Source: an optimization exercise on an open RTL-to-GDS flow (aim: small area and a short achievable clock period). Production flows keep margins and buffers that such runs may drop. In this exercise RTL edits were held to simulation tests only and were not proved equivalent to the original. No activity file was given, so power comes from the tool's default toggle rates.

**design.v**
```verilog
package fetch_pkg;
    localparam int btb_entries = 64;
    localparam int btb_index_bits = 6;
    localparam int ras_depth = 8;
    localparam int ras_ptr_bits = 3;
    localparam logic [31:0] reset_vector = 32'hbfc0_0000;
    localparam logic [5:0] op_special = 6'h00;
    localparam logic [5:0] op_jal = 6'h03;
    localparam logic [5:0] funct_jr = 6'h08;
    localparam logic [5:0] funct_jalr = 6'h09;
    localparam logic [4:0] reg_ra = 5'd31;
    localparam logic [1:0] src_seq = 2'd0;
    localparam logic [1:0] src_btb = 2'd1;
    localparam logic [1:0] src_ras = 2'd2;
    localparam logic [1:0] src_redirect = 2'd3;
    typedef struct packed {
        logic [5:0] opcode;
        logic [4:0] rs;
        logic [4:0] rt;
        logic [4:0] rd;
        logic [4:0] shamt;
        logic [5:0] funct;
    } r_view_t;
    typedef struct packed {
        logic [5:0]  opcode;
        logic [25:0] index;
    } j_view_t;
    typedef union packed {
        r_view_t r;
        j_view_t j;
    } instr_u;
endpackage
module btb_predictor (
    input  logic        clk,
    input  logic        rst_n,
    input  logic [31:0] pc,
    input  logic        upd_valid,
    input  logic [31:0] upd_pc,
    input  logic        upd_taken,
    input  logic [31:0] upd_target,
    output logic        btb_hit,
    output logic        btb_taken,
    output logic [31:0] btb_target
);
    logic [fetch_pkg::btb_entries-1:0] valid_q;
    logic [31:fetch_pkg::btb_index_bits+2] tag_q [fetch_pkg::btb_entries];
    logic [31:0] target_q [fetch_pkg::btb_entries];
    logic [1:0]  ctr_q [fetch_pkg::btb_entries];
    logic [fetch_pkg::btb_index_bits-1:0] rd_idx;
    logic [fetch_pkg::btb_index_bits-1:0] wr_idx;
    logic [31:fetch_pkg::btb_index_bits+2] rd_tag;
    logic [31:fetch_pkg::btb_index_bits+2] wr_tag;
    logic        upd_hit;
    logic [1:0]  cnt_cur;
    logic [1:0]  cnt_next;
    assign rd_idx = pc[fetch_pkg::btb_index_bits+1:2];
    assign rd_tag = pc[31:fetch_pkg::btb_index_bits+2];
    assign btb_hit = valid_q[rd_idx] && (tag_q[rd_idx] == rd_tag);
    assign btb_taken = btb_hit && ctr_q[rd_idx][1];
    assign btb_target = target_q[rd_idx];
    assign wr_idx = upd_pc[fetch_pkg::btb_index_bits+1:2];
    assign wr_tag = upd_pc[31:fetch_pkg::btb_index_bits+2];
    assign upd_hit = valid_q[wr_idx] && (tag_q[wr_idx] == wr_tag);
    assign cnt_cur = ctr_q[wr_idx];
    always_comb begin
        cnt_next = cnt_cur;
        if (upd_taken && cnt_cur != 2'd3) begin
            cnt_next = cnt_cur + 2'd1;
        end else if (!upd_taken && cnt_cur != 2'd0) begin
            cnt_next = cnt_cur - 2'd1;
        end
    end
    always_ff @(posedge clk) begin
        if (!rst_n) begin
            valid_q <= '0;
        end else if (upd_valid && upd_taken && !upd_hit) begin
            valid_q[wr_idx] <= 1'b1;
        end
    end
    always_ff @(posedge clk) begin
        if (upd_valid && (upd_hit || upd_taken)) begin
            tag_q[wr_idx] <= wr_tag;
            ctr_q[wr_idx] <= upd_hit ? cnt_next : 2'b10;
            if (upd_taken) begin
                target_q[wr_idx] <= upd_target;
            end
        end
    end
endmodule
module return_stack (
    input  logic              clk,
    input  logic              rst_n,
    input  logic [31:0]       pc,
    input  fetch_pkg::instr_u instr,
    input  logic              advance,
    input  logic              flush,
    output logic              ras_hit,
    output logic [31:0]       ras_target
);
    logic [31:0] stack_q [fetch_pkg::ras_depth];
    logic [fetch_pkg::ras_ptr_bits-1:0] top_q;
    logic [fetch_pkg::ras_ptr_bits:0]   count_q;
    logic [fetch_pkg::ras_ptr_bits-1:0] push_ptr;
    logic is_call;
    logic is_ret;
    logic empty;
    assign is_call = (instr.j.opcode == fetch_pkg::op_jal)
        || (instr.r.opcode == fetch_pkg::op_special
            && instr.r.funct == fetch_pkg::funct_jalr
            && instr.r.rd == fetch_pkg::reg_ra);
    assign is_ret = instr.r.opcode == fetch_pkg::op_special
        && instr.r.funct == fetch_pkg::funct_jr
        && instr.r.rs == fetch_pkg::reg_ra;
    assign empty = (count_q == '0);
    assign push_ptr = top_q + 1'b1;
    assign ras_hit = is_ret && !empty;
    assign ras_target = stack_q[top_q];
    always_ff @(posedge clk) begin
        if (!rst_n || flush) begin
            top_q <= '0;
            count_q <= '0;
        end else if (advance) begin
            if (is_call) begin
                top_q <= push_ptr;
                if (count_q != fetch_pkg::ras_depth) begin
                    count_q <= count_q + 1'b1;
                end
            end else if (is_ret && !empty) begin
                top_q <= top_q - 1'b1;
                count_q <= count_q - 1'b1;
            end
        end
    end
    always_ff @(posedge clk) begin
        if (advance && is_call) begin
            stack_q[push_ptr] <= pc + 32'd4;
        end
    end
endmodule
module next_pc_select (
    input  logic        clk,
    input  logic        rst_n,
    input  logic        stall,
    input  logic        redirect,
    input  logic [31:0] redirect_pc,
    input  logic        commit_valid,
    input  logic [31:0] commit_pc,
    input  logic        commit_taken,
    input  logic [31:0] commit_target,
    input  logic        btb_hit,
    input  logic        btb_taken,
    input  logic [31:0] btb_target,
    input  logic        ras_hit,
    input  logic [31:0] ras_target,
    output logic        upd_valid,
    output logic [31:0] upd_pc,
    output logic        upd_taken,
    output logic [31:0] upd_target,
    output logic [31:0] pc,
    output logic [31:0] next_pc,
    output logic [1:0]  pred_src,
    output logic        advance
);
    always_comb begin
        if (redirect) begin
            next_pc = redirect_pc;
            pred_src = fetch_pkg::src_redirect;
        end else if (ras_hit) begin
            next_pc = ras_target;
            pred_src = fetch_pkg::src_ras;
        end else if (btb_hit && btb_taken) begin
            next_pc = btb_target;
            pred_src = fetch_pkg::src_btb;
        end else begin
            next_pc = pc + 32'd4;
            pred_src = fetch_pkg::src_seq;
        end
    end
    always_ff @(posedge clk) begin
        if (!rst_n) begin
            pc <= fetch_pkg::reset_vector;
        end else if (redirect || !stall) begin
            pc <= next_pc;
        end
    end
    assign advance = !stall && !redirect;
    assign upd_valid = commit_valid;
    assign upd_pc = commit_pc;
    assign upd_taken = commit_taken;
    assign upd_target = commit_target;
endmodule
module fetch_predict (
    input  logic        clk,
    input  logic        rst_n,
    input  logic        stall,
    input  logic [31:0] instr,
    input  logic        redirect,
    input  logic [31:0] redirect_pc,
    input  logic        commit_valid,
    input  logic [31:0] commit_pc,
    input  logic        commit_taken,
    input  logic [31:0] commit_target,
    output logic [31:0] pc,
    output logic [31:0] next_pc,
    output logic [1:0]  pred_src
);
    logic        advance;
    logic        btb_hit;
    logic        btb_taken;
    logic [31:0] btb_target;
    logic        ras_hit;
    logic [31:0] ras_target;
    logic        upd_valid;
    logic [31:0] upd_pc;
    logic        upd_taken;
    logic [31:0] upd_target;
    btb_predictor i_btb_predictor (
        .clk       (clk),
        .rst_n     (rst_n),
        .pc        (pc),
        .upd_valid (upd_valid),
        .upd_pc    (upd_pc),
        .upd_taken (upd_taken),
        .upd_target(upd_target),
        .btb_hit   (btb_hit),
        .btb_taken (btb_taken),
        .btb_target(btb_target)
    );
    return_stack i_return_stack (
        .clk       (clk),
        .rst_n     (rst_n),
        .pc        (pc),
        .instr     (instr),
        .advance   (advance),
        .flush     (redirect),
        .ras_hit   (ras_hit),
        .ras_target(ras_target)
    );
    next_pc_select i_next_pc_select (
        .clk          (clk),
        .rst_n        (rst_n),
        .stall        (stall),
        .redirect     (redirect),
        .redirect_pc  (redirect_pc),
        .commit_valid (commit_valid),
        .commit_pc    (commit_pc),
        .commit_taken (commit_taken),
        .commit_target(commit_target),
        .btb_hit      (btb_hit),
        .btb_taken    (btb_taken),
        .btb_target   (btb_target),
        .ras_hit      (ras_hit),
        .ras_target   (ras_target),
        .upd_valid    (upd_valid),
        .upd_pc       (upd_pc),
        .upd_taken    (upd_taken),
        .upd_target   (upd_target),
        .pc           (pc),
        .next_pc      (next_pc),
        .pred_src     (pred_src),
        .advance      (advance)
    );
endmodule
```
**run.sh**
```bash
#!/bin/bash
# synth_recipe.tcl (not shown) runs the flow's synth.tcl, then flattens the netlist and writes it again
# the make line also repeats each setting of config.mk as NAME=value (left out here)
make -C /OpenROAD-flow-scripts/flow DESIGN_CONFIG=/design/flow/config.mk WORK_HOME=/design/flow/orfs CLKGATE_MAP_FILE= SYNTH_SCRIPT=/design/flow/synth_recipe.tcl finish
```
**config.mk**
```make
export PLATFORM = sky130hd
export DESIGN_NAME = fetch_predict
export DESIGN_NICKNAME = fetch_predict
export VERILOG_FILES = /design/flow/design.v
export SDC_FILE = /design/flow/constraint.sdc
export NUM_CORES = 4
export LEC_CHECK = 0
export CAP_MARGIN = 20
export CORE_MARGIN = 2
export CORE_UTILIZATION = 45
export PLACE_DENSITY = 0.6
export SLEW_MARGIN = 20
```
**constraint.sdc**
```tcl
create_clock -name core_clock -period 10.5 [get_ports {clk}]
set_input_delay 2.1000 -clock core_clock [delete_from_list [all_inputs] [get_ports {clk}]]
set_output_delay 2.1000 -clock core_clock [all_outputs]
set_load 0.01 [all_outputs]
```
==> reports/qor.yml <==
portBuffers: 187
setup_ws_ps: 280
path_max_fanout: 36
synth-seq-area-share: 0.699
synth_flop_cell: "edfxtp_1"
final_area_um2: 197000
post_cts_resized: 0
cts_tree: "done"
wl_um: 613000
async_reset_ff_frac: 0
syn_nets: 9035
max_slew_margin: 0.127
critPathCaptureType: "primary output"
finalSetupViolCount: 0
start_util: 0.451
worstSkewPairLatency_ps: 1000
drt-initial-drc-count: 16300
yosys.cell_types.count: 106
grt_max_degree: 120
grt_pass1_wl_um: 828000
p_per_area_nw_per_um2: 181
min_from: "i_btb_predictor.valid_q[61]$_SDFFE_PN0P_"
ir_drop_uv: 170
max_freq_ghz: 0.0978
tightestPinTransition_ps: 1310
drive_above_1_share: 0.276
detail_route.wl_per_cell_um: 41.6
cts.sinks: 4080
cp_data_arrival_time_ps: 8120
ys_ff_latch: 4080
finalHoldViolCount: 0
seqCellArea_um2: 121000
cp-start-kind: "flip-flop"
cts.clk_slew.worst_paths_ps: 60
grt-ovfl-total: 0
nNetsFinal: 9443
worst_hold_slack_ps: 494
antenna_left: 0
fp.dieH_um: 625
fin_crit_ps: 10220
dieArea_um2: 391000
cts_made_buffers: 410
cts.htree.levels: 5
status: "no timing/DRC/antenna violations"
placementRows: 228
hpwl_um: 366000
max_cap_violations: 0
rsz0062_at_grt: "false"
root_buffer: "clkbuf_16"
cp.required_ps: 8400
r2r_end: "i_next_pc_select.pc[25]$_SDFFE_PN1N_"
n_fill_cell: 30500
min_to: "i_btb_predictor.valid_q[61]$_SDFFE_PN0P_"
hp-class: "flip-flop to flip-flop"
boundaryPins: 200
multi_input_area_um2: 49600
first_pass_iters: 8
worst-r2r-setup-slack_ps: 3680
grtUsageTotal: 0.309
postSynthCellCount: 8889
hold_buffers: 0
synth_edf_count: 3968
final_max_slew_viol_count: 0
gp_congestion: 0.959
antenna_found_initial: 49
clock_path_buffers: 4
die_w_um: 625
synth_warnings: 3
avgSynthCellArea_um2: 19.5
preCtsSetupSlack_ps: 1550
route.detailed.drc: 0
fin_skew_ps: 50.1
syn-cell-area_um2: 174000
min_path_cells: 1
core_um2: 385000
finalSetupTns_ps: 0
avgViaCountPerCell: 6.89
vias: 102000
grt_pass1_vias: 99000
critPathKind: "flip-flop to primary output"
leakagePower_nw: 61.6
dpl_cell_area_um2: 183000
fin_crit_sh: 0.973
area_growth_pct: 13.3
post_cts_buffers: 0
r2r_cells: 13
==> through the flow <==
stage	utilization	cells	power, mW
2_1_floorplan	-	8889	19.9
3_3_place_gp	0.476	13900	21.2
3_5_place_dp	0.476	13900	21.2
4_1_cts	0.511	14700	35.6
5_1_grt	0.511	14700	36.3
6_report	0.511	14700	35.6
==> registers in the layout, summed over array words and instances, names as in the netlist, named ones only <==
signal,count
i_btb_predictor.valid_q,64
i_btb_predictor.target_q,2048
i_btb_predictor.tag_q,1536
i_return_stack.stack_q,256
i_btb_predictor.ctr_q,128
i_next_pc_select.pc,32
i_return_stack.top_q,3
i_return_stack.count_q,4
==> critical path, cell delays in order, from the launching register on <==
cell             delay [ps]
dfxtp_4                1010
buf_4                   590
buf_4                   360
mux4_2                  580
nor2_1                  270
o32a_1                  240
o2111ai_1               130
a211oi_1                980
xnor2_1                 390
nor3_2                  610
and2_1                  470
a21boi_0                160
o21ai_0                 500
a21oi_1                 150
clkdlybuf4s50_1         510
==> layout make-up <==
cell class	instances	area share
tap	5060	0.0322
multi-input combinational	4128	0.252
inverter	27	0.000611
sequential	4080	0.617
clock buffer	531	0.0559
clock inverter	223	0.0113
antenna	30	0.000382
timing repair buffer	650	0.0301
==> cells by family (layout without fill, tap and decap cells) <==
| kind of cell | count (synthesis) | count (layout) | share of synthesized area |
|---|---|---|---|
| AOI/OAI and AO/OA | 1253 | 1253 | 0.0537 |
| xor gates and xnor gates | 81 | 81 | 0.00409 |
| adders and majority gates | 12 | 12 | 0.000908 |
| buffers and inverters | 681 | 1431 | 0.0223 |
| DFF | 4080 | 4080 | 0.699 |
| muxes | 1777 | 1777 | 0.189 |
| other | 0 | 30 | 0 |
| and+or+nand+nor | 1005 | 1005 | 0.0308 |
==> cell usage after synthesis, types with 47 or more instances <==
library cell,count,area share
edfxtp_1,3968,0.69
mux4_2,1179,0.15
mux2i_1,460,0.027
nand2_1,270,0.0058
nor2_1,240,0.0052
clkbuf_1,226,0.0049
buf_2,187,0.0054
a22oi_1,176,0.0076
a221oi_1,171,0.0086
o22ai_1,147,0.0053
a21oi_1,126,0.0036
dfxtp_1,112,0.013
mux2_2,107,0.0069
o21ai_0,105,0.0030
a22o_1,101,0.0051
nand3_1,81,0.0023
buf_6,76,0.0049
a221o_1,75,0.0043
buf_4,73,0.0032
buf_1,64,0.0014
nor3_2,61,0.0035
a31oi_1,57,0.0021
xnor2_1,50,0.0025
o21ai_1,49,0.0014
nor2b_1,47,0.0017
nor3_1,47,0.0014
==> layer usage <==
metal	global-route usage	up-vias	wire (um)
li1	-	38800	-
met1	0.396	53600	218000
met2	0.472	7262	278000
met3	0.0794	1889	70500
met4	0.194	34	46300
met5	0.000370	-	256
==> layout by cell type (no fill, tap or decap), types with 60 or more instances in the layout <==
cell             instances
edfxtp_1              3968
mux4_2                1179
mux2i_1                460
clkbuf_16              418
buf_4                  413
nand2_1                266
a22oi_1                176
a221oi_1               171
nor2_1                 159
o22ai_1                147
a21oi_1                126
clkdlybuf4s50_1        125
mux2_2                 107
o21ai_0                105
dfxtp_1                103
clkbuf_1               102
a22o_1                 101
nand3_1                 80
clkinv_1                80
nor2_4                  75
a221o_1                 75
clkinv_2                72
buf_12                  63
nor3_4                  60
==> how the worst max path moves through the flow <==
stage,start,end,slack (ps),cells past startpoint
3_3_place_gp,flip-flop,next_pc[25],1500,14
2_1_floorplan,commit_pc[4],i_btb_predictor.ctr_q[0][0]$_DFFE_PP_,3120,16
5_1_grt,flip-flop,next_pc[25],270,14
4_1_cts,flip-flop,next_pc[25],500,14
3_5_place_dp,flip-flop,next_pc[25],1550,14
6_report,flip-flop,next_pc[25],280,14
==> where the power goes <==
part	internal, mW	total [mW]	switching [mW]
Clock	8.37	14.6	6.27
Combinational	1.06	2.94	1.88
Sequential	17.9	18.0	0.0676

## port drivers added, routing unchanged
The results above use ideal ports. As a check the final layout listed here was re-extracted and re-timed, cells and wires unchanged.
Step 1 sets driving cells, clkbuf_16 on the clock port and buf_2 on the other inputs (assumed; they add their load-dependent delay and slew).
Step 2, shift: input delay + t, output delay - t, t = (earliest + latest rising clock arrival at the registers) / 2. This alone moves slack from input paths to output paths.
Three values: ideal ports, drivers, drivers and shift; two values: the first two.
shift t [ns]: 1.085
setup WS [ns]: 0.280 / 0.164 / 1.249
worst setup path after step 2: register to output
worst data-port slew with drivers (ns): 0.29
After both steps this run still meets setup and hold. The setup slack of this run moves by -0.116 ns with the drivers and by +0.969 ns with both steps.
